From an optimization exercise on the open Yosys and OpenROAD flow, aimed at small area, a short achievable clock period and few clock cycles per item; shortcuts taken in it are not production practice.
Only the layout flow was run in this run; the RTL was not checked for function there.
No activity file was given, so power comes from the tool's default toggle rates.

==> flow/design.v <==
module tcp_synack_reply_builder (
  input  logic         clk,
  input  logic         rst,
  input  logic         in_valid,
  output logic         in_stall,
  input  logic [271:0] in_data,
  output logic         out_valid,
  input  logic         out_stall,
  output logic [256:0] out_data,
  input  logic         psel,
  input  logic         penable,
  input  logic         pwrite,
  input  logic [2:0]   paddr,
  input  logic [31:0]  pwdata,
  output logic [31:0]  prdata,
  output logic         pready
);
  function automatic logic [15:0] eac_add(input logic [15:0] x, input logic [15:0] y);
    logic [15:0] g, p, gg, pp, c;
    logic cin;
    g = x & y; p = x ^ y; gg = g; pp = p;
    for (int l = 0; l < 4; l++)
      for (int i = 0; i < 16; i++)
        if ((i >> l) & 1) begin
          gg[i] = gg[i] | (pp[i] & gg[((i >> l) << l) - 1]);
          pp[i] = pp[i] & pp[((i >> l) << l) - 1];
        end
    cin = gg[15];
    c[0] = cin;
    for (int i = 1; i < 16; i++) c[i] = gg[i-1] | (pp[i-1] & cin);
    eac_add = p ^ c;
  endfunction
  function automatic logic [15:0] eac_add0(input logic [15:0] x, input logic [15:0] y);
    logic [15:0] g, p, gg, pp, c;
    logic cin;
    g = x & y; p = x ^ y; gg = g; pp = p;
    for (int l = 0; l < 4; l++)
      for (int i = 0; i < 16; i++)
        if ((i >> l) & 1) begin
          gg[i] = gg[i] | (pp[i] & gg[((i >> l) << l) - 1]);
          pp[i] = pp[i] & pp[((i >> l) << l) - 1];
        end
    cin = gg[15] | pp[15];
    c[0] = cin;
    for (int i = 1; i < 16; i++) c[i] = gg[i-1] | (pp[i-1] & cin);
    eac_add0 = p ^ c;
  endfunction
  logic [15:0] local_port;
  logic [15:0] server_port;
  logic        wr_en;
  assign pready = 1'b1;
  assign wr_en  = psel && penable && pwrite;
  assign prdata = {16'd0, paddr[2] ? server_port : local_port};
  always_ff @(posedge clk) begin
    if (rst) begin
      local_port  <= 16'd0;
      server_port <= 16'd80;
    end else if (wr_en) begin
      if (paddr[2]) server_port <= pwdata[15:0];
      else          local_port  <= pwdata[15:0];
    end
  end
  logic [47:0] dmac, smac;
  logic [15:0] etype, dport;
  logic [7:0]  proto, flags;
  logic [31:0] sip, dip, seq_in, ack_in;
  assign {dmac, smac, etype, proto, sip, dip, dport, seq_in, ack_in, flags} = in_data;
  logic [15:0] sip_hi, sip_lo, dip_hi, dip_lo, ack_hi, ack_lo, seq_hi;
  assign {sip_hi, sip_lo} = sip;
  assign {dip_hi, dip_lo} = dip;
  assign {ack_hi, ack_lo} = ack_in;
  assign seq_hi = seq_in[31:16];
  logic match;
  assign match = (etype == 16'h0800) && (proto == 8'h06) && (dport == local_port) &&
                 (flags[5:0] == 6'h12);
  logic [31:0] ack_next;
  assign ack_next = seq_in + 32'd1;
  logic seq_lo0;
  assign seq_lo0 = seq_in[0] & ~&seq_in[31:1];
  logic [15:0] cfg_u, cfg_v, cfg_m, cfg_w;
  localparam logic [15:0] TcpK = 16'h502B;
  assign cfg_u = local_port ^ server_port ^ TcpK;
  assign cfg_m = (local_port & server_port) | (local_port & TcpK) | (server_port & TcpK);
  assign cfg_v = {cfg_m[14:0], cfg_m[15]};
  assign cfg_w = eac_add(cfg_u, cfg_v);
  logic ip_s1, ip_c2;
  logic ip_s3, ip_c4;
  logic ip_s5, ip_c6;
  logic ip_s7, ip_c8;
  logic ip_s9, ip_c10;
  logic ip_s11, ip_c12;
  logic ip_s13, ip_c14;
  logic ip_s15, ip_c16;
  logic ip_s17, ip_c18;
  logic ip_s19, ip_c20;
  logic ip_s21, ip_c22;
  logic ip_s23, ip_c24;
  logic ip_s25, ip_c26;
  logic ip_s27, ip_c28;
  logic ip_s29, ip_c30;
  logic ip_s31, ip_c32;
  logic ip_s33, ip_c34;
  logic ip_s35, ip_c36;
  logic ip_s37, ip_c38;
  logic ip_s39, ip_c40;
  logic ip_s41, ip_c42;
  logic ip_s43, ip_c44;
  logic ip_s45, ip_c46;
  logic ip_s47, ip_c48;
  logic ip_s49, ip_c50;
  logic ip_s51, ip_c52;
  logic ip_s53, ip_c54;
  logic ip_s55, ip_c56;
  logic ip_s57, ip_c58;
  logic ip_s59, ip_c60;
  logic ip_s61, ip_c62;
  logic ip_s63, ip_c64;
  logic ip_s65, ip_c66;
  logic ip_s67, ip_c68;
  logic ip_s69, ip_c70;
  logic ip_s71, ip_c72;
  logic ip_s73, ip_c74;
  logic ip_s75, ip_c76;
  logic ip_s77, ip_c78;
  logic ip_s79, ip_c80;
  logic ip_s81, ip_c82;
  logic ip_s83, ip_c84;
  logic ip_s85, ip_c86;
  logic ip_s87, ip_c88;
  logic ip_s89, ip_c90;
  logic ip_s91, ip_c92;
  logic ip_s93, ip_c94;
  logic ip_s95, ip_c96;
  logic tcp_s97, tcp_c98;
  logic tcp_s99, tcp_c100;
  logic tcp_s101, tcp_c102;
  logic tcp_s103, tcp_c104;
  logic tcp_s105, tcp_c106;
  logic tcp_s107, tcp_c108;
  logic tcp_s109, tcp_c110;
  logic tcp_s111, tcp_c112;
  logic tcp_s113, tcp_c114;
  logic tcp_s115, tcp_c116;
  logic tcp_s117, tcp_c118;
  logic tcp_s119, tcp_c120;
  logic tcp_s121, tcp_c122;
  logic tcp_s123, tcp_c124;
  logic tcp_s125, tcp_c126;
  logic tcp_s127, tcp_c128;
  logic tcp_s129, tcp_c130;
  logic tcp_s131, tcp_c132;
  logic tcp_s133, tcp_c134;
  logic tcp_s135, tcp_c136;
  logic tcp_s137, tcp_c138;
  logic tcp_s139, tcp_c140;
  logic tcp_s141, tcp_c142;
  logic tcp_s143, tcp_c144;
  logic tcp_s145, tcp_c146;
  logic tcp_s147, tcp_c148;
  logic tcp_s149, tcp_c150;
  logic tcp_s151, tcp_c152;
  logic tcp_s153, tcp_c154;
  logic tcp_s155, tcp_c156;
  logic tcp_s157, tcp_c158;
  logic tcp_s159, tcp_c160;
  logic tcp_s161, tcp_c162;
  logic tcp_s163, tcp_c164;
  logic tcp_s165, tcp_c166;
  logic tcp_s167, tcp_c168;
  logic tcp_s169, tcp_c170;
  logic tcp_s171, tcp_c172;
  logic tcp_s173, tcp_c174;
  logic tcp_s175, tcp_c176;
  logic tcp_s177, tcp_c178;
  logic tcp_s179, tcp_c180;
  logic tcp_s181, tcp_c182;
  logic tcp_s183, tcp_c184;
  logic tcp_s185, tcp_c186;
  logic tcp_s187, tcp_c188;
  logic tcp_s189, tcp_c190;
  logic tcp_s191, tcp_c192;
  logic tcp_s193, tcp_c194;
  logic tcp_s195, tcp_c196;
  logic tcp_s197, tcp_c198;
  logic tcp_s199, tcp_c200;
  logic tcp_s201, tcp_c202;
  logic tcp_s203, tcp_c204;
  logic tcp_s205, tcp_c206;
  logic tcp_s207, tcp_c208;
  logic tcp_s209, tcp_c210;
  logic tcp_s211, tcp_c212;
  logic tcp_s213, tcp_c214;
  logic tcp_s215, tcp_c216;
  logic tcp_s217, tcp_c218;
  logic tcp_s219, tcp_c220;
  logic tcp_s221, tcp_c222;
  logic tcp_s223, tcp_c224;
  logic tcp_s225, tcp_c226;
  logic tcp_s227, tcp_c228;
  logic tcp_s229, tcp_c230;
  logic tcp_s231, tcp_c232;
  logic tcp_s233, tcp_c234;
  logic tcp_s235, tcp_c236;
  logic tcp_s237, tcp_c238;
  logic tcp_s239, tcp_c240;
  logic tcp_s241, tcp_c242;
  logic tcp_s243, tcp_c244;
  logic tcp_s245, tcp_c246;
  logic tcp_s247, tcp_c248;
  logic tcp_s249, tcp_c250;
  logic tcp_s251, tcp_c252;
  logic tcp_s253, tcp_c254;
  logic tcp_s255, tcp_c256;
  logic tcp_s257, tcp_c258;
  logic tcp_s259, tcp_c260;
  logic tcp_s261, tcp_c262;
  logic tcp_s263, tcp_c264;
  logic tcp_s265, tcp_c266;
  logic tcp_s267, tcp_c268;
  logic tcp_s269, tcp_c270;
  logic tcp_s271, tcp_c272;
  logic tcp_s273, tcp_c274;
  logic tcp_s275, tcp_c276;
  logic tcp_s277, tcp_c278;
  logic tcp_s279, tcp_c280;
  logic tcp_s281, tcp_c282;
  logic tcp_s283, tcp_c284;
  logic tcp_s285, tcp_c286;
  logic tcp_s287, tcp_c288;
  logic tcp_s289, tcp_c290;
  logic tcp_s291, tcp_c292;
  logic tcp_s293, tcp_c294;
  logic tcp_s295, tcp_c296;
  logic tcp_s297, tcp_c298;
  logic tcp_s299, tcp_c300;
  logic tcp_s301, tcp_c302;
  logic tcp_s303, tcp_c304;
  logic tcp_s305, tcp_c306;
  logic tcp_s307, tcp_c308;
  logic tcp_s309, tcp_c310;
  logic tcp_s311, tcp_c312;
  logic tcp_s313, tcp_c314;
  logic tcp_s315, tcp_c316;
  logic tcp_s317, tcp_c318;
  logic tcp_s319, tcp_c320;
  assign ip_s1 = 1'b1 ^ sip_hi[0] ^ sip_lo[0];
  assign ip_c2 = (1'b1 & sip_hi[0]) | (1'b1 & sip_lo[0]) | (sip_hi[0] & sip_lo[0]);
  assign ip_s3 = 1'b1 ^ sip_hi[1] ^ sip_lo[1];
  assign ip_c4 = (1'b1 & sip_hi[1]) | (1'b1 & sip_lo[1]) | (sip_hi[1] & sip_lo[1]);
  assign ip_s5 = 1'b1 ^ sip_hi[2] ^ sip_lo[2];
  assign ip_c6 = (1'b1 & sip_hi[2]) | (1'b1 & sip_lo[2]) | (sip_hi[2] & sip_lo[2]);
  assign ip_s7 = 1'b1 ^ sip_hi[3] ^ sip_lo[3];
  assign ip_c8 = (1'b1 & sip_hi[3]) | (1'b1 & sip_lo[3]) | (sip_hi[3] & sip_lo[3]);
  assign ip_s9 = 1'b0 ^ sip_hi[4] ^ sip_lo[4];
  assign ip_c10 = (1'b0 & sip_hi[4]) | (1'b0 & sip_lo[4]) | (sip_hi[4] & sip_lo[4]);
  assign ip_s11 = 1'b1 ^ sip_hi[5] ^ sip_lo[5];
  assign ip_c12 = (1'b1 & sip_hi[5]) | (1'b1 & sip_lo[5]) | (sip_hi[5] & sip_lo[5]);
  assign ip_s13 = 1'b0 ^ sip_hi[6] ^ sip_lo[6];
  assign ip_c14 = (1'b0 & sip_hi[6]) | (1'b0 & sip_lo[6]) | (sip_hi[6] & sip_lo[6]);
  assign ip_s15 = 1'b0 ^ sip_hi[7] ^ sip_lo[7];
  assign ip_c16 = (1'b0 & sip_hi[7]) | (1'b0 & sip_lo[7]) | (sip_hi[7] & sip_lo[7]);
  assign ip_s17 = 1'b0 ^ sip_hi[8] ^ sip_lo[8];
  assign ip_c18 = (1'b0 & sip_hi[8]) | (1'b0 & sip_lo[8]) | (sip_hi[8] & sip_lo[8]);
  assign ip_s19 = 1'b0 ^ sip_hi[9] ^ sip_lo[9];
  assign ip_c20 = (1'b0 & sip_hi[9]) | (1'b0 & sip_lo[9]) | (sip_hi[9] & sip_lo[9]);
  assign ip_s21 = 1'b1 ^ sip_hi[10] ^ sip_lo[10];
  assign ip_c22 = (1'b1 & sip_hi[10]) | (1'b1 & sip_lo[10]) | (sip_hi[10] & sip_lo[10]);
  assign ip_s23 = 1'b0 ^ sip_hi[11] ^ sip_lo[11];
  assign ip_c24 = (1'b0 & sip_hi[11]) | (1'b0 & sip_lo[11]) | (sip_hi[11] & sip_lo[11]);
  assign ip_s25 = 1'b0 ^ sip_hi[12] ^ sip_lo[12];
  assign ip_c26 = (1'b0 & sip_hi[12]) | (1'b0 & sip_lo[12]) | (sip_hi[12] & sip_lo[12]);
  assign ip_s27 = 1'b0 ^ sip_hi[13] ^ sip_lo[13];
  assign ip_c28 = (1'b0 & sip_hi[13]) | (1'b0 & sip_lo[13]) | (sip_hi[13] & sip_lo[13]);
  assign ip_s29 = 1'b1 ^ sip_hi[14] ^ sip_lo[14];
  assign ip_c30 = (1'b1 & sip_hi[14]) | (1'b1 & sip_lo[14]) | (sip_hi[14] & sip_lo[14]);
  assign ip_s31 = 1'b0 ^ sip_hi[15] ^ sip_lo[15];
  assign ip_c32 = (1'b0 & sip_hi[15]) | (1'b0 & sip_lo[15]) | (sip_hi[15] & sip_lo[15]);
  assign ip_s33 = dip_hi[0] ^ dip_lo[0] ^ ip_s1;
  assign ip_c34 = (dip_hi[0] & dip_lo[0]) | (dip_hi[0] & ip_s1) | (dip_lo[0] & ip_s1);
  assign ip_s35 = dip_hi[1] ^ dip_lo[1] ^ ip_c2;
  assign ip_c36 = (dip_hi[1] & dip_lo[1]) | (dip_hi[1] & ip_c2) | (dip_lo[1] & ip_c2);
  assign ip_s37 = dip_hi[2] ^ dip_lo[2] ^ ip_c4;
  assign ip_c38 = (dip_hi[2] & dip_lo[2]) | (dip_hi[2] & ip_c4) | (dip_lo[2] & ip_c4);
  assign ip_s39 = dip_hi[3] ^ dip_lo[3] ^ ip_c6;
  assign ip_c40 = (dip_hi[3] & dip_lo[3]) | (dip_hi[3] & ip_c6) | (dip_lo[3] & ip_c6);
  assign ip_s41 = dip_hi[4] ^ dip_lo[4] ^ ip_c8;
  assign ip_c42 = (dip_hi[4] & dip_lo[4]) | (dip_hi[4] & ip_c8) | (dip_lo[4] & ip_c8);
  assign ip_s43 = dip_hi[5] ^ dip_lo[5] ^ ip_c10;
  assign ip_c44 = (dip_hi[5] & dip_lo[5]) | (dip_hi[5] & ip_c10) | (dip_lo[5] & ip_c10);
  assign ip_s45 = dip_hi[6] ^ dip_lo[6] ^ ip_c12;
  assign ip_c46 = (dip_hi[6] & dip_lo[6]) | (dip_hi[6] & ip_c12) | (dip_lo[6] & ip_c12);
  assign ip_s47 = dip_hi[7] ^ dip_lo[7] ^ ip_c14;
  assign ip_c48 = (dip_hi[7] & dip_lo[7]) | (dip_hi[7] & ip_c14) | (dip_lo[7] & ip_c14);
  assign ip_s49 = dip_hi[8] ^ dip_lo[8] ^ ip_c16;
  assign ip_c50 = (dip_hi[8] & dip_lo[8]) | (dip_hi[8] & ip_c16) | (dip_lo[8] & ip_c16);
  assign ip_s51 = dip_hi[9] ^ dip_lo[9] ^ ip_c18;
  assign ip_c52 = (dip_hi[9] & dip_lo[9]) | (dip_hi[9] & ip_c18) | (dip_lo[9] & ip_c18);
  assign ip_s53 = dip_hi[10] ^ dip_lo[10] ^ ip_c20;
  assign ip_c54 = (dip_hi[10] & dip_lo[10]) | (dip_hi[10] & ip_c20) | (dip_lo[10] & ip_c20);
  assign ip_s55 = dip_hi[11] ^ dip_lo[11] ^ ip_c22;
  assign ip_c56 = (dip_hi[11] & dip_lo[11]) | (dip_hi[11] & ip_c22) | (dip_lo[11] & ip_c22);
  assign ip_s57 = dip_hi[12] ^ dip_lo[12] ^ ip_c24;
  assign ip_c58 = (dip_hi[12] & dip_lo[12]) | (dip_hi[12] & ip_c24) | (dip_lo[12] & ip_c24);
  assign ip_s59 = dip_hi[13] ^ dip_lo[13] ^ ip_c26;
  assign ip_c60 = (dip_hi[13] & dip_lo[13]) | (dip_hi[13] & ip_c26) | (dip_lo[13] & ip_c26);
  assign ip_s61 = dip_hi[14] ^ dip_lo[14] ^ ip_c28;
  assign ip_c62 = (dip_hi[14] & dip_lo[14]) | (dip_hi[14] & ip_c28) | (dip_lo[14] & ip_c28);
  assign ip_s63 = dip_hi[15] ^ dip_lo[15] ^ ip_c30;
  assign ip_c64 = (dip_hi[15] & dip_lo[15]) | (dip_hi[15] & ip_c30) | (dip_lo[15] & ip_c30);
  assign ip_s65 = ip_c32 ^ ip_s33 ^ ip_c64;
  assign ip_c66 = (ip_c32 & ip_s33) | (ip_c32 & ip_c64) | (ip_s33 & ip_c64);
  assign ip_s67 = ip_s3 ^ ip_c34 ^ ip_s35;
  assign ip_c68 = (ip_s3 & ip_c34) | (ip_s3 & ip_s35) | (ip_c34 & ip_s35);
  assign ip_s69 = ip_s5 ^ ip_c36 ^ ip_s37;
  assign ip_c70 = (ip_s5 & ip_c36) | (ip_s5 & ip_s37) | (ip_c36 & ip_s37);
  assign ip_s71 = ip_s7 ^ ip_c38 ^ ip_s39;
  assign ip_c72 = (ip_s7 & ip_c38) | (ip_s7 & ip_s39) | (ip_c38 & ip_s39);
  assign ip_s73 = ip_s9 ^ ip_c40 ^ ip_s41;
  assign ip_c74 = (ip_s9 & ip_c40) | (ip_s9 & ip_s41) | (ip_c40 & ip_s41);
  assign ip_s75 = ip_s11 ^ ip_c42 ^ ip_s43;
  assign ip_c76 = (ip_s11 & ip_c42) | (ip_s11 & ip_s43) | (ip_c42 & ip_s43);
  assign ip_s77 = ip_s13 ^ ip_c44 ^ ip_s45;
  assign ip_c78 = (ip_s13 & ip_c44) | (ip_s13 & ip_s45) | (ip_c44 & ip_s45);
  assign ip_s79 = ip_s15 ^ ip_c46 ^ ip_s47;
  assign ip_c80 = (ip_s15 & ip_c46) | (ip_s15 & ip_s47) | (ip_c46 & ip_s47);
  assign ip_s81 = ip_s17 ^ ip_c48 ^ ip_s49;
  assign ip_c82 = (ip_s17 & ip_c48) | (ip_s17 & ip_s49) | (ip_c48 & ip_s49);
  assign ip_s83 = ip_s19 ^ ip_c50 ^ ip_s51;
  assign ip_c84 = (ip_s19 & ip_c50) | (ip_s19 & ip_s51) | (ip_c50 & ip_s51);
  assign ip_s85 = ip_s21 ^ ip_c52 ^ ip_s53;
  assign ip_c86 = (ip_s21 & ip_c52) | (ip_s21 & ip_s53) | (ip_c52 & ip_s53);
  assign ip_s87 = ip_s23 ^ ip_c54 ^ ip_s55;
  assign ip_c88 = (ip_s23 & ip_c54) | (ip_s23 & ip_s55) | (ip_c54 & ip_s55);
  assign ip_s89 = ip_s25 ^ ip_c56 ^ ip_s57;
  assign ip_c90 = (ip_s25 & ip_c56) | (ip_s25 & ip_s57) | (ip_c56 & ip_s57);
  assign ip_s91 = ip_s27 ^ ip_c58 ^ ip_s59;
  assign ip_c92 = (ip_s27 & ip_c58) | (ip_s27 & ip_s59) | (ip_c58 & ip_s59);
  assign ip_s93 = ip_s29 ^ ip_c60 ^ ip_s61;
  assign ip_c94 = (ip_s29 & ip_c60) | (ip_s29 & ip_s61) | (ip_c60 & ip_s61);
  assign ip_s95 = ip_s31 ^ ip_c62 ^ ip_s63;
  assign ip_c96 = (ip_s31 & ip_c62) | (ip_s31 & ip_s63) | (ip_c62 & ip_s63);
  assign tcp_s97 = cfg_w[0] ^ sip_hi[0] ^ sip_lo[0];
  assign tcp_c98 = (cfg_w[0] & sip_hi[0]) | (cfg_w[0] & sip_lo[0]) | (sip_hi[0] & sip_lo[0]);
  assign tcp_s99 = dip_hi[0] ^ dip_lo[0] ^ ack_hi[0];
  assign tcp_c100 = (dip_hi[0] & dip_lo[0]) | (dip_hi[0] & ack_hi[0]) | (dip_lo[0] & ack_hi[0]);
  assign tcp_s101 = ack_lo[0] ^ seq_hi[0] ^ seq_lo0;
  assign tcp_c102 = (ack_lo[0] & seq_hi[0]) | (ack_lo[0] & seq_lo0) | (seq_hi[0] & seq_lo0);
  assign tcp_s103 = cfg_w[1] ^ sip_hi[1] ^ sip_lo[1];
  assign tcp_c104 = (cfg_w[1] & sip_hi[1]) | (cfg_w[1] & sip_lo[1]) | (sip_hi[1] & sip_lo[1]);
  assign tcp_s105 = dip_hi[1] ^ dip_lo[1] ^ ack_hi[1];
  assign tcp_c106 = (dip_hi[1] & dip_lo[1]) | (dip_hi[1] & ack_hi[1]) | (dip_lo[1] & ack_hi[1]);
  assign tcp_s107 = ack_lo[1] ^ seq_hi[1] ^ seq_in[1];
  assign tcp_c108 = (ack_lo[1] & seq_hi[1]) | (ack_lo[1] & seq_in[1]) | (seq_hi[1] & seq_in[1]);
  assign tcp_s109 = cfg_w[2] ^ sip_hi[2] ^ sip_lo[2];
  assign tcp_c110 = (cfg_w[2] & sip_hi[2]) | (cfg_w[2] & sip_lo[2]) | (sip_hi[2] & sip_lo[2]);
  assign tcp_s111 = dip_hi[2] ^ dip_lo[2] ^ ack_hi[2];
  assign tcp_c112 = (dip_hi[2] & dip_lo[2]) | (dip_hi[2] & ack_hi[2]) | (dip_lo[2] & ack_hi[2]);
  assign tcp_s113 = ack_lo[2] ^ seq_hi[2] ^ seq_in[2];
  assign tcp_c114 = (ack_lo[2] & seq_hi[2]) | (ack_lo[2] & seq_in[2]) | (seq_hi[2] & seq_in[2]);
  assign tcp_s115 = cfg_w[3] ^ sip_hi[3] ^ sip_lo[3];
  assign tcp_c116 = (cfg_w[3] & sip_hi[3]) | (cfg_w[3] & sip_lo[3]) | (sip_hi[3] & sip_lo[3]);
  assign tcp_s117 = dip_hi[3] ^ dip_lo[3] ^ ack_hi[3];
  assign tcp_c118 = (dip_hi[3] & dip_lo[3]) | (dip_hi[3] & ack_hi[3]) | (dip_lo[3] & ack_hi[3]);
  assign tcp_s119 = ack_lo[3] ^ seq_hi[3] ^ seq_in[3];
  assign tcp_c120 = (ack_lo[3] & seq_hi[3]) | (ack_lo[3] & seq_in[3]) | (seq_hi[3] & seq_in[3]);
  assign tcp_s121 = cfg_w[4] ^ sip_hi[4] ^ sip_lo[4];
  assign tcp_c122 = (cfg_w[4] & sip_hi[4]) | (cfg_w[4] & sip_lo[4]) | (sip_hi[4] & sip_lo[4]);
  assign tcp_s123 = dip_hi[4] ^ dip_lo[4] ^ ack_hi[4];
  assign tcp_c124 = (dip_hi[4] & dip_lo[4]) | (dip_hi[4] & ack_hi[4]) | (dip_lo[4] & ack_hi[4]);
  assign tcp_s125 = ack_lo[4] ^ seq_hi[4] ^ seq_in[4];
  assign tcp_c126 = (ack_lo[4] & seq_hi[4]) | (ack_lo[4] & seq_in[4]) | (seq_hi[4] & seq_in[4]);
  assign tcp_s127 = cfg_w[5] ^ sip_hi[5] ^ sip_lo[5];
  assign tcp_c128 = (cfg_w[5] & sip_hi[5]) | (cfg_w[5] & sip_lo[5]) | (sip_hi[5] & sip_lo[5]);
  assign tcp_s129 = dip_hi[5] ^ dip_lo[5] ^ ack_hi[5];
  assign tcp_c130 = (dip_hi[5] & dip_lo[5]) | (dip_hi[5] & ack_hi[5]) | (dip_lo[5] & ack_hi[5]);
  assign tcp_s131 = ack_lo[5] ^ seq_hi[5] ^ seq_in[5];
  assign tcp_c132 = (ack_lo[5] & seq_hi[5]) | (ack_lo[5] & seq_in[5]) | (seq_hi[5] & seq_in[5]);
  assign tcp_s133 = cfg_w[6] ^ sip_hi[6] ^ sip_lo[6];
  assign tcp_c134 = (cfg_w[6] & sip_hi[6]) | (cfg_w[6] & sip_lo[6]) | (sip_hi[6] & sip_lo[6]);
  assign tcp_s135 = dip_hi[6] ^ dip_lo[6] ^ ack_hi[6];
  assign tcp_c136 = (dip_hi[6] & dip_lo[6]) | (dip_hi[6] & ack_hi[6]) | (dip_lo[6] & ack_hi[6]);
  assign tcp_s137 = ack_lo[6] ^ seq_hi[6] ^ seq_in[6];
  assign tcp_c138 = (ack_lo[6] & seq_hi[6]) | (ack_lo[6] & seq_in[6]) | (seq_hi[6] & seq_in[6]);
  assign tcp_s139 = cfg_w[7] ^ sip_hi[7] ^ sip_lo[7];
  assign tcp_c140 = (cfg_w[7] & sip_hi[7]) | (cfg_w[7] & sip_lo[7]) | (sip_hi[7] & sip_lo[7]);
  assign tcp_s141 = dip_hi[7] ^ dip_lo[7] ^ ack_hi[7];
  assign tcp_c142 = (dip_hi[7] & dip_lo[7]) | (dip_hi[7] & ack_hi[7]) | (dip_lo[7] & ack_hi[7]);
  assign tcp_s143 = ack_lo[7] ^ seq_hi[7] ^ seq_in[7];
  assign tcp_c144 = (ack_lo[7] & seq_hi[7]) | (ack_lo[7] & seq_in[7]) | (seq_hi[7] & seq_in[7]);
  assign tcp_s145 = cfg_w[8] ^ sip_hi[8] ^ sip_lo[8];
  assign tcp_c146 = (cfg_w[8] & sip_hi[8]) | (cfg_w[8] & sip_lo[8]) | (sip_hi[8] & sip_lo[8]);
  assign tcp_s147 = dip_hi[8] ^ dip_lo[8] ^ ack_hi[8];
  assign tcp_c148 = (dip_hi[8] & dip_lo[8]) | (dip_hi[8] & ack_hi[8]) | (dip_lo[8] & ack_hi[8]);
  assign tcp_s149 = ack_lo[8] ^ seq_hi[8] ^ seq_in[8];
  assign tcp_c150 = (ack_lo[8] & seq_hi[8]) | (ack_lo[8] & seq_in[8]) | (seq_hi[8] & seq_in[8]);
  assign tcp_s151 = cfg_w[9] ^ sip_hi[9] ^ sip_lo[9];
  assign tcp_c152 = (cfg_w[9] & sip_hi[9]) | (cfg_w[9] & sip_lo[9]) | (sip_hi[9] & sip_lo[9]);
  assign tcp_s153 = dip_hi[9] ^ dip_lo[9] ^ ack_hi[9];
  assign tcp_c154 = (dip_hi[9] & dip_lo[9]) | (dip_hi[9] & ack_hi[9]) | (dip_lo[9] & ack_hi[9]);
  assign tcp_s155 = ack_lo[9] ^ seq_hi[9] ^ seq_in[9];
  assign tcp_c156 = (ack_lo[9] & seq_hi[9]) | (ack_lo[9] & seq_in[9]) | (seq_hi[9] & seq_in[9]);
  assign tcp_s157 = cfg_w[10] ^ sip_hi[10] ^ sip_lo[10];
  assign tcp_c158 = (cfg_w[10] & sip_hi[10]) | (cfg_w[10] & sip_lo[10]) | (sip_hi[10] & sip_lo[10]);
  assign tcp_s159 = dip_hi[10] ^ dip_lo[10] ^ ack_hi[10];
  assign tcp_c160 = (dip_hi[10] & dip_lo[10]) | (dip_hi[10] & ack_hi[10]) | (dip_lo[10] & ack_hi[10]);
  assign tcp_s161 = ack_lo[10] ^ seq_hi[10] ^ seq_in[10];
  assign tcp_c162 = (ack_lo[10] & seq_hi[10]) | (ack_lo[10] & seq_in[10]) | (seq_hi[10] & seq_in[10]);
  assign tcp_s163 = cfg_w[11] ^ sip_hi[11] ^ sip_lo[11];
  assign tcp_c164 = (cfg_w[11] & sip_hi[11]) | (cfg_w[11] & sip_lo[11]) | (sip_hi[11] & sip_lo[11]);
  assign tcp_s165 = dip_hi[11] ^ dip_lo[11] ^ ack_hi[11];
  assign tcp_c166 = (dip_hi[11] & dip_lo[11]) | (dip_hi[11] & ack_hi[11]) | (dip_lo[11] & ack_hi[11]);
  assign tcp_s167 = ack_lo[11] ^ seq_hi[11] ^ seq_in[11];
  assign tcp_c168 = (ack_lo[11] & seq_hi[11]) | (ack_lo[11] & seq_in[11]) | (seq_hi[11] & seq_in[11]);
  assign tcp_s169 = cfg_w[12] ^ sip_hi[12] ^ sip_lo[12];
  assign tcp_c170 = (cfg_w[12] & sip_hi[12]) | (cfg_w[12] & sip_lo[12]) | (sip_hi[12] & sip_lo[12]);
  assign tcp_s171 = dip_hi[12] ^ dip_lo[12] ^ ack_hi[12];
  assign tcp_c172 = (dip_hi[12] & dip_lo[12]) | (dip_hi[12] & ack_hi[12]) | (dip_lo[12] & ack_hi[12]);
  assign tcp_s173 = ack_lo[12] ^ seq_hi[12] ^ seq_in[12];
  assign tcp_c174 = (ack_lo[12] & seq_hi[12]) | (ack_lo[12] & seq_in[12]) | (seq_hi[12] & seq_in[12]);
  assign tcp_s175 = cfg_w[13] ^ sip_hi[13] ^ sip_lo[13];
  assign tcp_c176 = (cfg_w[13] & sip_hi[13]) | (cfg_w[13] & sip_lo[13]) | (sip_hi[13] & sip_lo[13]);
  assign tcp_s177 = dip_hi[13] ^ dip_lo[13] ^ ack_hi[13];
  assign tcp_c178 = (dip_hi[13] & dip_lo[13]) | (dip_hi[13] & ack_hi[13]) | (dip_lo[13] & ack_hi[13]);
  assign tcp_s179 = ack_lo[13] ^ seq_hi[13] ^ seq_in[13];
  assign tcp_c180 = (ack_lo[13] & seq_hi[13]) | (ack_lo[13] & seq_in[13]) | (seq_hi[13] & seq_in[13]);
  assign tcp_s181 = cfg_w[14] ^ sip_hi[14] ^ sip_lo[14];
  assign tcp_c182 = (cfg_w[14] & sip_hi[14]) | (cfg_w[14] & sip_lo[14]) | (sip_hi[14] & sip_lo[14]);
  assign tcp_s183 = dip_hi[14] ^ dip_lo[14] ^ ack_hi[14];
  assign tcp_c184 = (dip_hi[14] & dip_lo[14]) | (dip_hi[14] & ack_hi[14]) | (dip_lo[14] & ack_hi[14]);
  assign tcp_s185 = ack_lo[14] ^ seq_hi[14] ^ seq_in[14];
  assign tcp_c186 = (ack_lo[14] & seq_hi[14]) | (ack_lo[14] & seq_in[14]) | (seq_hi[14] & seq_in[14]);
  assign tcp_s187 = cfg_w[15] ^ sip_hi[15] ^ sip_lo[15];
  assign tcp_c188 = (cfg_w[15] & sip_hi[15]) | (cfg_w[15] & sip_lo[15]) | (sip_hi[15] & sip_lo[15]);
  assign tcp_s189 = dip_hi[15] ^ dip_lo[15] ^ ack_hi[15];
  assign tcp_c190 = (dip_hi[15] & dip_lo[15]) | (dip_hi[15] & ack_hi[15]) | (dip_lo[15] & ack_hi[15]);
  assign tcp_s191 = ack_lo[15] ^ seq_hi[15] ^ seq_in[15];
  assign tcp_c192 = (ack_lo[15] & seq_hi[15]) | (ack_lo[15] & seq_in[15]) | (seq_hi[15] & seq_in[15]);
  assign tcp_s193 = tcp_s97 ^ tcp_s99 ^ tcp_c188;
  assign tcp_c194 = (tcp_s97 & tcp_s99) | (tcp_s97 & tcp_c188) | (tcp_s99 & tcp_c188);
  assign tcp_s195 = tcp_c190 ^ tcp_c192 ^ tcp_s101;
  assign tcp_c196 = (tcp_c190 & tcp_c192) | (tcp_c190 & tcp_s101) | (tcp_c192 & tcp_s101);
  assign tcp_s197 = tcp_c98 ^ tcp_c100 ^ tcp_s103;
  assign tcp_c198 = (tcp_c98 & tcp_c100) | (tcp_c98 & tcp_s103) | (tcp_c100 & tcp_s103);
  assign tcp_s199 = tcp_s105 ^ tcp_s107 ^ tcp_c102;
  assign tcp_c200 = (tcp_s105 & tcp_s107) | (tcp_s105 & tcp_c102) | (tcp_s107 & tcp_c102);
  assign tcp_s201 = tcp_c104 ^ tcp_c106 ^ tcp_c108;
  assign tcp_c202 = (tcp_c104 & tcp_c106) | (tcp_c104 & tcp_c108) | (tcp_c106 & tcp_c108);
  assign tcp_s203 = tcp_s109 ^ tcp_s111 ^ tcp_s113;
  assign tcp_c204 = (tcp_s109 & tcp_s111) | (tcp_s109 & tcp_s113) | (tcp_s111 & tcp_s113);
  assign tcp_s205 = tcp_c110 ^ tcp_c112 ^ tcp_c114;
  assign tcp_c206 = (tcp_c110 & tcp_c112) | (tcp_c110 & tcp_c114) | (tcp_c112 & tcp_c114);
  assign tcp_s207 = tcp_s115 ^ tcp_s117 ^ tcp_s119;
  assign tcp_c208 = (tcp_s115 & tcp_s117) | (tcp_s115 & tcp_s119) | (tcp_s117 & tcp_s119);
  assign tcp_s209 = tcp_c116 ^ tcp_c118 ^ tcp_c120;
  assign tcp_c210 = (tcp_c116 & tcp_c118) | (tcp_c116 & tcp_c120) | (tcp_c118 & tcp_c120);
  assign tcp_s211 = tcp_s121 ^ tcp_s123 ^ tcp_s125;
  assign tcp_c212 = (tcp_s121 & tcp_s123) | (tcp_s121 & tcp_s125) | (tcp_s123 & tcp_s125);
  assign tcp_s213 = tcp_c122 ^ tcp_c124 ^ tcp_c126;
  assign tcp_c214 = (tcp_c122 & tcp_c124) | (tcp_c122 & tcp_c126) | (tcp_c124 & tcp_c126);
  assign tcp_s215 = tcp_s127 ^ tcp_s129 ^ tcp_s131;
  assign tcp_c216 = (tcp_s127 & tcp_s129) | (tcp_s127 & tcp_s131) | (tcp_s129 & tcp_s131);
  assign tcp_s217 = tcp_c128 ^ tcp_c130 ^ tcp_c132;
  assign tcp_c218 = (tcp_c128 & tcp_c130) | (tcp_c128 & tcp_c132) | (tcp_c130 & tcp_c132);
  assign tcp_s219 = tcp_s133 ^ tcp_s135 ^ tcp_s137;
  assign tcp_c220 = (tcp_s133 & tcp_s135) | (tcp_s133 & tcp_s137) | (tcp_s135 & tcp_s137);
  assign tcp_s221 = tcp_c134 ^ tcp_c136 ^ tcp_c138;
  assign tcp_c222 = (tcp_c134 & tcp_c136) | (tcp_c134 & tcp_c138) | (tcp_c136 & tcp_c138);
  assign tcp_s223 = tcp_s139 ^ tcp_s141 ^ tcp_s143;
  assign tcp_c224 = (tcp_s139 & tcp_s141) | (tcp_s139 & tcp_s143) | (tcp_s141 & tcp_s143);
  assign tcp_s225 = tcp_c140 ^ tcp_c142 ^ tcp_c144;
  assign tcp_c226 = (tcp_c140 & tcp_c142) | (tcp_c140 & tcp_c144) | (tcp_c142 & tcp_c144);
  assign tcp_s227 = tcp_s145 ^ tcp_s147 ^ tcp_s149;
  assign tcp_c228 = (tcp_s145 & tcp_s147) | (tcp_s145 & tcp_s149) | (tcp_s147 & tcp_s149);
  assign tcp_s229 = tcp_c146 ^ tcp_c148 ^ tcp_c150;
  assign tcp_c230 = (tcp_c146 & tcp_c148) | (tcp_c146 & tcp_c150) | (tcp_c148 & tcp_c150);
  assign tcp_s231 = tcp_s151 ^ tcp_s153 ^ tcp_s155;
  assign tcp_c232 = (tcp_s151 & tcp_s153) | (tcp_s151 & tcp_s155) | (tcp_s153 & tcp_s155);
  assign tcp_s233 = tcp_c152 ^ tcp_c154 ^ tcp_c156;
  assign tcp_c234 = (tcp_c152 & tcp_c154) | (tcp_c152 & tcp_c156) | (tcp_c154 & tcp_c156);
  assign tcp_s235 = tcp_s157 ^ tcp_s159 ^ tcp_s161;
  assign tcp_c236 = (tcp_s157 & tcp_s159) | (tcp_s157 & tcp_s161) | (tcp_s159 & tcp_s161);
  assign tcp_s237 = tcp_c158 ^ tcp_c160 ^ tcp_c162;
  assign tcp_c238 = (tcp_c158 & tcp_c160) | (tcp_c158 & tcp_c162) | (tcp_c160 & tcp_c162);
  assign tcp_s239 = tcp_s163 ^ tcp_s165 ^ tcp_s167;
  assign tcp_c240 = (tcp_s163 & tcp_s165) | (tcp_s163 & tcp_s167) | (tcp_s165 & tcp_s167);
  assign tcp_s241 = tcp_c164 ^ tcp_c166 ^ tcp_c168;
  assign tcp_c242 = (tcp_c164 & tcp_c166) | (tcp_c164 & tcp_c168) | (tcp_c166 & tcp_c168);
  assign tcp_s243 = tcp_s169 ^ tcp_s171 ^ tcp_s173;
  assign tcp_c244 = (tcp_s169 & tcp_s171) | (tcp_s169 & tcp_s173) | (tcp_s171 & tcp_s173);
  assign tcp_s245 = tcp_c170 ^ tcp_c172 ^ tcp_c174;
  assign tcp_c246 = (tcp_c170 & tcp_c172) | (tcp_c170 & tcp_c174) | (tcp_c172 & tcp_c174);
  assign tcp_s247 = tcp_s175 ^ tcp_s177 ^ tcp_s179;
  assign tcp_c248 = (tcp_s175 & tcp_s177) | (tcp_s175 & tcp_s179) | (tcp_s177 & tcp_s179);
  assign tcp_s249 = tcp_c176 ^ tcp_c178 ^ tcp_c180;
  assign tcp_c250 = (tcp_c176 & tcp_c178) | (tcp_c176 & tcp_c180) | (tcp_c178 & tcp_c180);
  assign tcp_s251 = tcp_s181 ^ tcp_s183 ^ tcp_s185;
  assign tcp_c252 = (tcp_s181 & tcp_s183) | (tcp_s181 & tcp_s185) | (tcp_s183 & tcp_s185);
  assign tcp_s253 = tcp_c182 ^ tcp_c184 ^ tcp_c186;
  assign tcp_c254 = (tcp_c182 & tcp_c184) | (tcp_c182 & tcp_c186) | (tcp_c184 & tcp_c186);
  assign tcp_s255 = tcp_s187 ^ tcp_s189 ^ tcp_s191;
  assign tcp_c256 = (tcp_s187 & tcp_s189) | (tcp_s187 & tcp_s191) | (tcp_s189 & tcp_s191);
  assign tcp_s257 = tcp_s193 ^ tcp_c254 ^ tcp_c256;
  assign tcp_c258 = (tcp_s193 & tcp_c254) | (tcp_s193 & tcp_c256) | (tcp_c254 & tcp_c256);
  assign tcp_s259 = tcp_c194 ^ tcp_s197 ^ tcp_c196;
  assign tcp_c260 = (tcp_c194 & tcp_s197) | (tcp_c194 & tcp_c196) | (tcp_s197 & tcp_c196);
  assign tcp_s261 = tcp_c198 ^ tcp_s201 ^ tcp_s203;
  assign tcp_c262 = (tcp_c198 & tcp_s201) | (tcp_c198 & tcp_s203) | (tcp_s201 & tcp_s203);
  assign tcp_s263 = tcp_c202 ^ tcp_c204 ^ tcp_s205;
  assign tcp_c264 = (tcp_c202 & tcp_c204) | (tcp_c202 & tcp_s205) | (tcp_c204 & tcp_s205);
  assign tcp_s265 = tcp_c206 ^ tcp_c208 ^ tcp_s209;
  assign tcp_c266 = (tcp_c206 & tcp_c208) | (tcp_c206 & tcp_s209) | (tcp_c208 & tcp_s209);
  assign tcp_s267 = tcp_c210 ^ tcp_c212 ^ tcp_s213;
  assign tcp_c268 = (tcp_c210 & tcp_c212) | (tcp_c210 & tcp_s213) | (tcp_c212 & tcp_s213);
  assign tcp_s269 = tcp_c214 ^ tcp_c216 ^ tcp_s217;
  assign tcp_c270 = (tcp_c214 & tcp_c216) | (tcp_c214 & tcp_s217) | (tcp_c216 & tcp_s217);
  assign tcp_s271 = tcp_c218 ^ tcp_c220 ^ tcp_s221;
  assign tcp_c272 = (tcp_c218 & tcp_c220) | (tcp_c218 & tcp_s221) | (tcp_c220 & tcp_s221);
  assign tcp_s273 = tcp_c222 ^ tcp_c224 ^ tcp_s225;
  assign tcp_c274 = (tcp_c222 & tcp_c224) | (tcp_c222 & tcp_s225) | (tcp_c224 & tcp_s225);
  assign tcp_s275 = tcp_c226 ^ tcp_c228 ^ tcp_s229;
  assign tcp_c276 = (tcp_c226 & tcp_c228) | (tcp_c226 & tcp_s229) | (tcp_c228 & tcp_s229);
  assign tcp_s277 = tcp_c230 ^ tcp_c232 ^ tcp_s233;
  assign tcp_c278 = (tcp_c230 & tcp_c232) | (tcp_c230 & tcp_s233) | (tcp_c232 & tcp_s233);
  assign tcp_s279 = tcp_c234 ^ tcp_c236 ^ tcp_s237;
  assign tcp_c280 = (tcp_c234 & tcp_c236) | (tcp_c234 & tcp_s237) | (tcp_c236 & tcp_s237);
  assign tcp_s281 = tcp_c238 ^ tcp_c240 ^ tcp_s241;
  assign tcp_c282 = (tcp_c238 & tcp_c240) | (tcp_c238 & tcp_s241) | (tcp_c240 & tcp_s241);
  assign tcp_s283 = tcp_c242 ^ tcp_c244 ^ tcp_s245;
  assign tcp_c284 = (tcp_c242 & tcp_c244) | (tcp_c242 & tcp_s245) | (tcp_c244 & tcp_s245);
  assign tcp_s285 = tcp_c246 ^ tcp_c248 ^ tcp_s249;
  assign tcp_c286 = (tcp_c246 & tcp_c248) | (tcp_c246 & tcp_s249) | (tcp_c248 & tcp_s249);
  assign tcp_s287 = tcp_c250 ^ tcp_c252 ^ tcp_s253;
  assign tcp_c288 = (tcp_c250 & tcp_c252) | (tcp_c250 & tcp_s253) | (tcp_c252 & tcp_s253);
  assign tcp_s289 = tcp_s257 ^ tcp_c288 ^ tcp_s195;
  assign tcp_c290 = (tcp_s257 & tcp_c288) | (tcp_s257 & tcp_s195) | (tcp_c288 & tcp_s195);
  assign tcp_s291 = tcp_c258 ^ tcp_s199 ^ tcp_s259;
  assign tcp_c292 = (tcp_c258 & tcp_s199) | (tcp_c258 & tcp_s259) | (tcp_s199 & tcp_s259);
  assign tcp_s293 = tcp_s261 ^ tcp_c200 ^ tcp_c260;
  assign tcp_c294 = (tcp_s261 & tcp_c200) | (tcp_s261 & tcp_c260) | (tcp_c200 & tcp_c260);
  assign tcp_s295 = tcp_s207 ^ tcp_c262 ^ tcp_s263;
  assign tcp_c296 = (tcp_s207 & tcp_c262) | (tcp_s207 & tcp_s263) | (tcp_c262 & tcp_s263);
  assign tcp_s297 = tcp_s211 ^ tcp_c264 ^ tcp_s265;
  assign tcp_c298 = (tcp_s211 & tcp_c264) | (tcp_s211 & tcp_s265) | (tcp_c264 & tcp_s265);
  assign tcp_s299 = tcp_s215 ^ tcp_c266 ^ tcp_s267;
  assign tcp_c300 = (tcp_s215 & tcp_c266) | (tcp_s215 & tcp_s267) | (tcp_c266 & tcp_s267);
  assign tcp_s301 = tcp_s219 ^ tcp_c268 ^ tcp_s269;
  assign tcp_c302 = (tcp_s219 & tcp_c268) | (tcp_s219 & tcp_s269) | (tcp_c268 & tcp_s269);
  assign tcp_s303 = tcp_s223 ^ tcp_c270 ^ tcp_s271;
  assign tcp_c304 = (tcp_s223 & tcp_c270) | (tcp_s223 & tcp_s271) | (tcp_c270 & tcp_s271);
  assign tcp_s305 = tcp_s227 ^ tcp_c272 ^ tcp_s273;
  assign tcp_c306 = (tcp_s227 & tcp_c272) | (tcp_s227 & tcp_s273) | (tcp_c272 & tcp_s273);
  assign tcp_s307 = tcp_s231 ^ tcp_c274 ^ tcp_s275;
  assign tcp_c308 = (tcp_s231 & tcp_c274) | (tcp_s231 & tcp_s275) | (tcp_c274 & tcp_s275);
  assign tcp_s309 = tcp_s235 ^ tcp_c276 ^ tcp_s277;
  assign tcp_c310 = (tcp_s235 & tcp_c276) | (tcp_s235 & tcp_s277) | (tcp_c276 & tcp_s277);
  assign tcp_s311 = tcp_s239 ^ tcp_c278 ^ tcp_s279;
  assign tcp_c312 = (tcp_s239 & tcp_c278) | (tcp_s239 & tcp_s279) | (tcp_c278 & tcp_s279);
  assign tcp_s313 = tcp_s243 ^ tcp_c280 ^ tcp_s281;
  assign tcp_c314 = (tcp_s243 & tcp_c280) | (tcp_s243 & tcp_s281) | (tcp_c280 & tcp_s281);
  assign tcp_s315 = tcp_s247 ^ tcp_c282 ^ tcp_s283;
  assign tcp_c316 = (tcp_s247 & tcp_c282) | (tcp_s247 & tcp_s283) | (tcp_c282 & tcp_s283);
  assign tcp_s317 = tcp_s251 ^ tcp_c284 ^ tcp_s285;
  assign tcp_c318 = (tcp_s251 & tcp_c284) | (tcp_s251 & tcp_s285) | (tcp_c284 & tcp_s285);
  assign tcp_s319 = tcp_s255 ^ tcp_c286 ^ tcp_s287;
  assign tcp_c320 = (tcp_s255 & tcp_c286) | (tcp_s255 & tcp_s287) | (tcp_c286 & tcp_s287);
  logic [15:0] ip_a, ip_b, tcp_a, tcp_b;
  assign ip_a = {ip_c94, ip_c92, ip_c90, ip_c88, ip_c86, ip_c84, ip_c82, ip_c80, ip_c78, ip_c76, ip_c74, ip_c72, ip_c70, ip_c68, ip_c66, ip_s65};
  assign ip_b = {ip_s95, ip_s93, ip_s91, ip_s89, ip_s87, ip_s85, ip_s83, ip_s81, ip_s79, ip_s77, ip_s75, ip_s73, ip_s71, ip_s69, ip_s67, ip_c96};
  assign tcp_a = {tcp_c318, tcp_c316, tcp_c314, tcp_c312, tcp_c310, tcp_c308, tcp_c306, tcp_c304, tcp_c302, tcp_c300, tcp_c298, tcp_c296, tcp_s295, tcp_c292, tcp_c290, tcp_c320};
  assign tcp_b = {tcp_s319, tcp_s317, tcp_s315, tcp_s313, tcp_s311, tcp_s309, tcp_s307, tcp_s305, tcp_s303, tcp_s301, tcp_s299, tcp_s297, tcp_c294, tcp_s293, tcp_s291, tcp_s289};
  localparam int W = 1 + 48 + 48 + 32 + 32 + 32 + 32 + 64;
  logic         ld;
  logic [W-1:0] nxt, q;
  assign ld       = !out_valid || !out_stall;
  assign in_stall = !ld;
  assign nxt = {1'b1, smac, dmac, dip, sip, ack_in, ack_next, ~ip_a, ~ip_b, ~tcp_a, ~tcp_b};
  always_ff @(posedge clk) begin
    if (rst)     out_valid <= 1'b0;
    else if (ld) out_valid <= in_valid;
  end
  logic ld_m;
  assign ld_m = ld && match;
  always_ff @(posedge clk) begin
    q <= (nxt & {W{ld_m}}) | (q & {W{!ld}});
  end
  logic        q_send;
  logic [47:0] q_dmac, q_smac;
  logic [31:0] q_sip, q_dip, q_seq, q_ack;
  logic [15:0] q_ipx, q_ipy, q_tcpx, q_tcpy;
  assign {q_send, q_dmac, q_smac, q_sip, q_dip, q_seq, q_ack, q_ipx, q_ipy, q_tcpx, q_tcpy} = q;
  assign out_data = {q_send, q_dmac, q_smac, q_sip, q_dip, eac_add0(q_ipx, q_ipy),
                     q_seq, q_ack, eac_add0(q_tcpx, q_tcpy)};
endmodule
==> flow/run.sh <==
#!/bin/bash
# synth_recipe.tcl (not shown) runs the flow's synth.tcl, then flattens the netlist and writes it again
# the make line also repeats each setting of config.mk as NAME=value (left out here)
make -C /OpenROAD-flow-scripts/flow DESIGN_CONFIG=/design/flow/config.mk WORK_HOME=/design/flow/orfs CLKGATE_MAP_FILE= SYNTH_SCRIPT=/design/flow/synth_recipe.tcl finish
==> flow/config.mk <==
export PLATFORM = sky130hd
export DESIGN_NAME = tcp_synack_reply_builder
export DESIGN_NICKNAME = tcp_synack_reply_builder
export VERILOG_FILES = /design/flow/design.v
export SDC_FILE = /design/flow/constraint.sdc
export NUM_CORES = 4
export LEC_CHECK = 0
export CAP_MARGIN = 20
export CORE_MARGIN = 2
export CORE_UTILIZATION = 40
export SLEW_MARGIN = 20
==> flow/constraint.sdc <==
create_clock -name core_clock -period 8.0 [get_ports {clk}]
set_input_delay 1.6000 -clock core_clock [delete_from_list [all_inputs] [get_ports {clk}]]
set_output_delay 1.6000 -clock core_clock [all_outputs]
set_load 0.01 [all_outputs]
==> notes.md <==
## through the flow
stage | setup slack [ns] | power (mW) | util | cell area [um^2] | hold WS, ns
3_5_place_dp | 1.655 | 2.476 | 0.4964 | 24400 | 0.4279
6_report | 2.140 | 4.218 | 0.5229 | 25700 | 0.4318
3_3_place_gp | 1.689 | 2.448 | 0.4963 | 24400 | 0.4230
4_1_cts | 2.237 | 4.286 | 0.5227 | 25690 | 0.4357
2_1_floorplan | 2.732 | 2.099 | - | 20080 | 0.4168
5_1_grt | 2.021 | 4.431 | 0.5228 | 25700 | 0.4513
## cells in the mapped netlist, types with 8 or more instances
master / number / share of area
sky130_fd_sc_hd__a21o_1: 11 / 0.0041
sky130_fd_sc_hd__a21oi_1: 62 / 0.016
sky130_fd_sc_hd__buf_2: 13 / 0.0032
sky130_fd_sc_hd__buf_4: 257 / 0.096
sky130_fd_sc_hd__clkbuf_1: 72 / 0.014
sky130_fd_sc_hd__dfxtp_1: 321 / 0.32
sky130_fd_sc_hd__fa_1: 147 / 0.15
sky130_fd_sc_hd__ha_1: 81 / 0.051
sky130_fd_sc_hd__inv_1: 246 / 0.046
sky130_fd_sc_hd__mux2_2: 10 / 0.0056
sky130_fd_sc_hd__nand2_1: 541 / 0.10
sky130_fd_sc_hd__nand3_1: 172 / 0.043
sky130_fd_sc_hd__nand4_1: 10 / 0.0031
sky130_fd_sc_hd__nor2_1: 34 / 0.0064
sky130_fd_sc_hd__nor4_1: 16 / 0.0050
sky130_fd_sc_hd__o21ai_0: 27 / 0.0068
sky130_fd_sc_hd__o21ai_1: 21 / 0.0052
sky130_fd_sc_hd__o21bai_1: 8 / 0.0030
sky130_fd_sc_hd__o31ai_1: 120 / 0.045
sky130_fd_sc_hd__xnor2_1: 38 / 0.017
sky130_fd_sc_hd__xor2_1: 45 / 0.020
## final cells by class
cell class,count,area (um^2)
fill,4631,23450
multi-input combinational,1457,10420
sequential,322,6456
timing repair buffer,578,5761
clock buffer,55,1157
inverter,247,937.1
tap,664,830.8
clock inverter,17,132.6
antenna,4,10.01
## logic make-up (layout without fill, tap and decap cells)
logic type,count (synthesis),in the layout,synth area share
compound gates,293,293,0.09888
xor+xnor,83,83,0.03631
fa+ha+maj,228,228,0.1976
buf+inv,593,897,0.1606
flops,322,322,0.3225
mux,10,10,0.005625
other cells,2,21,0.0003751
simple gates,826,826,0.1781
## metal layers
metal	GRT usage	part of all wire
met2	0.4304	0.47
met5	0	0.00073
met4	0.09745	0.034
met3	0.07655	0.085
met1	0.3204	0.41
## critical path, delay by kind of cell
kind            cells  cell delay [ns]
compound gates      2             0.80
buf+inv             2             0.67
fa+ha+maj           4             2.02
simple gates        4             1.24
## worst max-delay path by stage
stage / from / to / slack [ns] / cells past startpoint
after floorplan: in_data[60] / q[1]$_DFF_P_ / 2.73 / 11
after global placement: in_data[59] / q[1]$_DFF_P_ / 1.69 / 12
after detailed placement: in_data[59] / q[1]$_DFF_P_ / 1.65 / 12
after CTS: in_data[59] / q[1]$_DFF_P_ / 2.24 / 12
after global routing: in_data[59] / q[1]$_DFF_P_ / 2.02 / 12
final: in_data[59] / q[1]$_DFF_P_ / 2.14 / 12
## flip-flops by register name, indices dropped and copies added, names as in the netlist, named ones only
register	flops
out_valid	1
q	288
local_port	16
server_port	16
## power breakdown
group / switching, mW / leakage [nW] / internal [mW]
combinational: 0.445 / 7.81 / 0.372
clock: 0.744 / 0.640 / 1.05
sequential: 0.00402 / 2.60 / 1.61
==> impl_summary.log <==
[metrics] Critical Path Slowest Stage Cell: sky130_fd_sc_hd__clkdlybuf4s50_1
[metrics] Startpoint Class: primary input
[metrics] setup repair after global routing missed its margin: no
[metrics] net total in the final layout: 3187
[metrics] max-capacitance violation count: 0
[metrics] number of global-route vias before repair: 16.59k
[metrics] count of unique library cells instantiated by Yosys: 73
[metrics] areal power density over the cells: 164.1 mW/mm^2
[metrics] worst setup slack for register-to-register paths: 2.70 ns
[metrics] Routability Congestion: between 0.8 and 0.9
[metrics] number of cells in the finished layout apart from fillers: 3344
[metrics] Residual DRC: 0
[metrics] post-synthesis async set-or-reset flop share: 0
[metrics] cell breakdown of the critical path: clkdlybuf4s50_1, and3_1, and3_1, nand3_1, or4_1, o41ai_1, fa_1, fa_1, fa_1, inv_1, fa_1, o31ai_1
[metrics] leading cell types in the layout, fill and taps excluded: sky130_fd_sc_hd__clkdlybuf4s50_1, sky130_fd_sc_hd__nand2_1, sky130_fd_sc_hd__dfxtp_1
[metrics] per-instance average area after synthesis: 8.494 um^2
[metrics] number of endpoints with negative hold slack in the final report: 0
[metrics] Mapped Cells: 2357
[metrics] count of vias placed by the detailed router: 16.48k
[metrics] clk_skew: 0.01141 ns
[metrics] Initial Utilization: 0.4073
[metrics] number of synthesized register bits: between 300 and 400
[metrics] number of hold buffers added after cts: 0
[metrics] final sum of negative setup slack: 0 ns
[metrics] instance count after placement with tap cells included: 3268
[metrics] number of top-level design ports: 606
[metrics] transition time at the pin with the least slew margin: 1.004 ns
[metrics] maximum buffer depth of the clock tree: 3
[metrics] standard cell core area: 0.04915 mm^2
[metrics] number of synthesized flops with an enable pin: 1
[metrics] data required time of the critical path: 8.47 ns
[metrics] Min-Delay Startpoint: q[267]$_DFF_P_
[metrics] number of buffers added for setup after CTS: 0
[metrics] Peak Freq: 170.6 MHz
[metrics] number of antenna violations at the first check in global routing: 8
[metrics] Worst R2R Path Depth: 18
[metrics] clock tree from TritonCTS: yes
[metrics] Die Area: 0.05185 mm^2
[metrics] sequential-to-total area share from yosys stat: 0.3225
[metrics] share of cells above drive strength 1: 0.03737
[metrics] worst-skew pair later-pin latency: 0.57 ns
[metrics] static leakage power: ~11 nW
[metrics] die outline height: 227.7 um
[metrics] Die Width: 227.7 um
[metrics] Tot GR Track Use: 0.2603
[metrics] Crit Path Category: primary input to register
[metrics] number of clock buffers inserted by TritonCTS: 39
[metrics] min-delay worst type: register to register
[metrics] end point of the worst hold path: q[267]$_DFF_P_
[metrics] Crit path largest cell delay: 0.61 ns
[metrics] register clock-pin slew on the reported worst setup and hold paths: 0.06 ns
[metrics] maximum level of the CTS H-tree: 2
[metrics] aggregate routed wire length: a little under 70000 um
[metrics] Rel. slew slack: 0.3308
[metrics] Final Setup Violations: 0
[metrics] post-cts sizing count: 0
[metrics] Post-synth top flop: sky130_fd_sc_hd__dfxtp_1
[metrics] Port-buffer cells: 568
[metrics] post-synthesis instance area: 0.02002 mm^2
[metrics] dominant cell type by count on the critical path: sky130_fd_sc_hd__fa_1
[metrics] residual antenna-violating net count after detailed routing: 0
[metrics] largest net degree at the start of global routing: 105
[metrics] count of final max-slew check failures: 0
[metrics] sink count of the clock tree: 322
[metrics] maximum fanout encountered on the critical timing path: 5
[metrics] Initial DRC Count: 1000
[metrics] VDD IR-drop max: 0.1310 mV
[metrics] Root Buffer Master: sky130_fd_sc_hd__clkbuf_16
[metrics] clock period minus final worst setup slack: 5.860 ns
[metrics] number of cell rows: 81
[metrics] period utilisation layout: 0.7325
[metrics] Reg-to-Reg Start: local_port[5]$_SDFFE_PP0P_
[metrics] arrival time reported for the critical path endpoint: between 6 and 7 ns
[metrics] HPWL Detailed: 54460 um
[metrics] run status: finished clean
[metrics] type of destination of the critical path: register
[metrics] Reg2Reg Capture Point: q[1]$_DFF_P_
[metrics] global-route wire length before repair: 102200 um
[metrics] Yosys warning total: 1
[metrics] most common library cell in the layout ignoring fill and taps: sky130_fd_sc_hd__clkdlybuf4s50_1
[metrics] Vias per Instance: 4.927
[metrics] average wire per cell in the routed design: 20.48 um
[metrics] grt total ovfl: 0
[metrics] hold path cells: 2
[metrics] Area Growth Syn to Fin: 28.39%
[metrics] number of iterations in the first detailed-routing pass: 5

## separate check: timing with driven ports
The results above use ideal ports. As a check the final layout listed here was re-extracted and re-timed, cells and wires unchanged.
Step 1 (the two cells are an assumption about what drives the block):
set clk [get_ports {clk}]
set_driving_cell -lib_cell sky130_fd_sc_hd__clkbuf_16 $clk
set_driving_cell -lib_cell sky130_fd_sc_hd__buf_2 [delete_from_list [all_inputs] $clk]
Step 2 adds t to the input delays and takes it off the output delays; t is the mean of the earliest and latest rising clock arrival at the registers after step 1. Input paths then give back, and output paths get back, about the clock's delay inside the block.
Three values: ideal, step 1, step 2; two values: the first two.
t, ns: 0.617
setup slack, ns: 2.140 / 2.169 / 1.551
worst setup path after step 2: input to register
worst data-port slew with drivers (ns): 0.14
pins driven straight from the clock port: 1
After both steps setup and hold are still met in this run. For this run, drivers alone change the setup slack by +0.029 ns; drivers and shift together by -0.589 ns.
